This is an optimization exercise on Yosys and OpenROAD, whose aim is small area and a short achievable clock period, not a production implementation.
Only simulation tests tie the RTL to the original design; equivalence was not proved.
Power and IR drop assume default switching activity.

P:
## ldpc_row_top
module ldpc_row_top (
    input  logic        clk,
    input  logic        rst_n,
    input  logic        req_valid,
    input  logic [1:0]  req_layer,
    input  logic [4:0]  req_addr,
    input  logic [47:0] llr_in,
    output logic        rsp_valid,
    output logic [1:0]  rsp_layer,
    output logic [4:0]  rsp_addr,
    output logic [47:0] llr_out
);
    logic rsp_layer0;
    siso_row_unit u_row (
        .clk       (clk),
        .rst_n     (rst_n),
        .req_valid (req_valid),
        .req_layer (req_layer[0]),
        .req_addr  (req_addr),
        .llr_in    (llr_in),
        .rsp_valid (rsp_valid),
        .rsp_layer (rsp_layer0),
        .rsp_addr  (rsp_addr),
        .llr_out   (llr_out)
    );
    assign rsp_layer = {1'b0, rsp_layer0};
endmodule
Size in the first run: about 3900 cells after synthesis, roughly 1400 flip-flops, ~54000 sq um of cells after synthesis.
Settings: LEC_CHECK=0, CAP_MARGIN=20, CORE_MARGIN=2, CORE_UTILIZATION=40, SETUP_SLACK_MARGIN=3.5, SLEW_MARGIN=20; clock period 6.0 ns.
run.sh (not shown) runs the stock make flow with config.mk's settings and CLKGATE_MAP_FILE= SYNTH_SCRIPT=/design/flow/synth_recipe.tcl, a recipe that flattens the netlist after the stock synthesis.
> inputs changed (P -> Q)
Settings: SETUP_SLACK_MARGIN: 3.5 -> 3.0.
Lower total routed wirelength among Q and P: Q
Q finished every stage and its layout cleared the timing, DRC and antenna checks.
Per the comparison of Q with P, sequential share of cell area grew by 2.9 points; global-route wire length before repair lower; number of DRC markers after the initial detailed-route iteration went down by 7.2%; clock share of power picked up an extra 0.8 points.
P reports its endpoint of the worst setup timing path as u_row.idx5[0] while Q reports u_row.min1_5[1].
Cmp Q and P / met1 global-route usage / lower: Q
Summary: with P as the reference, clock power in Q moved up slightly.
Re layout buffer count excluding clock buffers: Q is 203 down on P.
Relative to P, antenna diode count has decreased by 2 in Q.
When the final numbers for Q and P were put side by side, the worst slack at placement turned out to be smaller in Q.
Post-detailed-placement cell area delta (Q -> P): insignificant

Another version of the RTL of ldpc_row_top (not shown whole).
For scale: ~3700 cells after synthesis, about 1500 flip-flops, about 110 I/O pins, about 53000 um^2 of cells after synthesis.
==> flow/config.mk <==
export PLATFORM = sky130hd
export DESIGN_NAME = ldpc_row_top
export DESIGN_NICKNAME = ldpc_row_top
export VERILOG_FILES = /design/flow/design.v
export SDC_FILE = /design/flow/constraint.sdc
export NUM_CORES = 4
export LEC_CHECK = 0
export CAP_MARGIN = 20
export CORE_MARGIN = 2
export CORE_UTILIZATION = 70
export CTS_CLUSTER_DIAMETER = 80
export CTS_CLUSTER_SIZE = 25
export SETUP_SLACK_MARGIN = 3.6
export SLEW_MARGIN = 20
==> flow/constraint.sdc <==
create_clock -name core_clock -period 6.0 [get_ports {clk}]
set_input_delay 1.2000 -clock core_clock [delete_from_list [all_inputs] [get_ports {clk}]]
set_output_delay 1.2000 -clock core_clock [all_outputs]
set_load 0.01 [all_outputs]
Then changed:
Settings changed: CORE_UTILIZATION 70 to 60, TNS_END_PERCENT from default to 30.
What happened: The new run completed with no timing, DRC or antenna violations; non-clock buffer count goes up by 27; clock skew goes up by 0.0058 ns; total power goes up by 1.1%; sequential power is about the same; worst hold slack is better by 0.0084 ns.
Then changed:
Settings changed: PLACE_DENSITY from default to 0.7, TNS_END_PERCENT 30 to default.
Outcome: Fmax increases by 4.4%; worst setup slack is better by 0.11 ns; via count increases by about 0.53%; non-clock buffer count decreases by 29; area after synthesis does not change; die area is unchanged; global-route usage decreases by 0.75 points; cell area decreases by about 0.9%; synthesized cell count stays the same; routed wire length decreases by 1.7%; register-to-register slack is better by 0.11 ns.
Then changed:
Settings changed: CTS_CLUSTER_DIAMETER 80 to 100, CTS_CLUSTER_SIZE 25 to 30, PLACE_DENSITY 0.7 to default.
What happened: Count of clock-buffer cells in the layout went down by 4; core utilization stays flat; non-clock buffer count went up by 33; worst setup slack degrades by 0.078 ns; register-to-register slack is worse by 0.08 ns; die area is unchanged; total power fell slightly.
Then changed:
Settings changed: CTS_CLUSTER_DIAMETER 100 to 80, CTS_CLUSTER_SIZE 30 to 25.
Effect:
- via count stays flat
- hold slack is about the same
- area after synthesis stays the same
- first-iteration DRC count went down slightly
- power went up by a few percent
- routed wire length stays flat
Then changed:
Settings changed: SETUP_SLACK_MARGIN 3.6 to 3.8.
=>
- wire length grows by a few percent
- worst setup slack is better by 0.073 ns
- total power grows by a few percent
- core utilization grows by 3.3 points
- final area grows by a few percent
- fmax grows by a few percent
- sequential power hardly moves
- non-clock buffer count grows by 109
- synthesized area does not change
- global-route usage grows by 0.69 points
- count of clock-buffer cells in the layout grows by 2

## alpha
Another version of the RTL of ldpc_row_top (not shown whole).
Size in the first run: ~3700 cells after synthesis, about 1500 flip-flops, roughly 110 I/O pins, ~0.053 mm2 of cells after synthesis.
// ldpc_row_top
module ldpc_row_top (
    input  logic        clk,
    input  logic        rst_n,
    input  logic        req_valid,
    input  logic [1:0]  req_layer,
    input  logic [4:0]  req_addr,
    input  logic [47:0] llr_in,
    output logic        rsp_valid,
    output logic [1:0]  rsp_layer,
    output logic [4:0]  rsp_addr,
    output logic [47:0] llr_out
);
clock: 6.0 ns
lec_check: 0
cap_margin: 20
core_margin: 2
core_utilization: 60
cts_cluster_diameter: 80
cts_cluster_size: 25
setup_slack_margin: 3.65
slew_margin: 20
The following lists how beta was set up differently from alpha:
- PLACE_DENSITY now 0.7, previously not set
- SETUP_SLACK_MARGIN now 3.6, was 3.65
Findings:
Looking at worst hold slack, beta sits 9.7 ps higher than alpha does. Cell area power density ended up 1.3 mW/mm2 lower on beta than on alpha. In the final reports, the cell area of beta is smaller than that of alpha. Between alpha and beta, the difference in sequential power is negligible. On switching power share of the total, beta tracks alpha almost exactly. In beta, the clock skew came out 18 ps below the value in alpha. Combinational power was higher in the run labelled alpha. Sort alpha and beta by logic depth of the worst setup path including buffers asc -> top: alpha. The global-route total usage across every layer number comes out higher for alpha vs beta.

[separate check: timing with driven ports]
In the flow no input, the clock included, has a driving cell. The finished layouts below were timed again as built, in two steps.
Step 1: set_driving_cell puts a clkbuf_16 on clk and a buf_2 on each other input, an assumption about the parent block.
Step 2 moves the port delays by t, midway between the first and last clock arrival at a register: inputs arrive t later, outputs are due t later. That takes back most of the time a late clock gives input paths.
a / b / c = no drivers / after step 1 / after step 2; a / b = the first two.
run	shift t [ns]	setup slack, ns	hold WS [ns]	cell pins on the clock port's net
P	0.831	1.799 / 1.799 / 1.799	0.322 / 0.322 / 0.322	1
Q	0.835	1.881 / 1.881 / 1.881	0.321 / 0.321 / 0.321	1
the first run of note 2	0.714	3.516 / 3.516 / 3.079	0.322 / 0.322 / 0.322	1
the second run of note 2	0.722	3.488 / 3.488 / 3.001	0.330 / 0.330 / 0.330	1
the third run of note 2	0.736	3.593 / 3.593 / 3.094	0.328 / 0.328 / 0.328	1
the fourth run of note 2	0.754	3.515 / 3.515 / 3.080	0.332 / 0.332 / 0.332	1
the fifth run of note 2	0.725	3.557 / 3.557 / 3.066	0.331 / 0.331 / 0.331	1
the sixth run of note 2	0.724	3.630 / 3.627 / 3.184	0.326 / 0.326 / 0.326	1
alpha	0.724	3.576 / 3.576 / 3.080	0.318 / 0.318 / 0.318	1
beta	0.710	3.576 / 3.549 / 3.127	0.328 / 0.328 / 0.328	1
After both steps setup and hold are still met in every run listed. The setup slack of the third run of note 2, which loses most, moves by 0.000 ns with the drivers and by -0.499 ns with both steps.
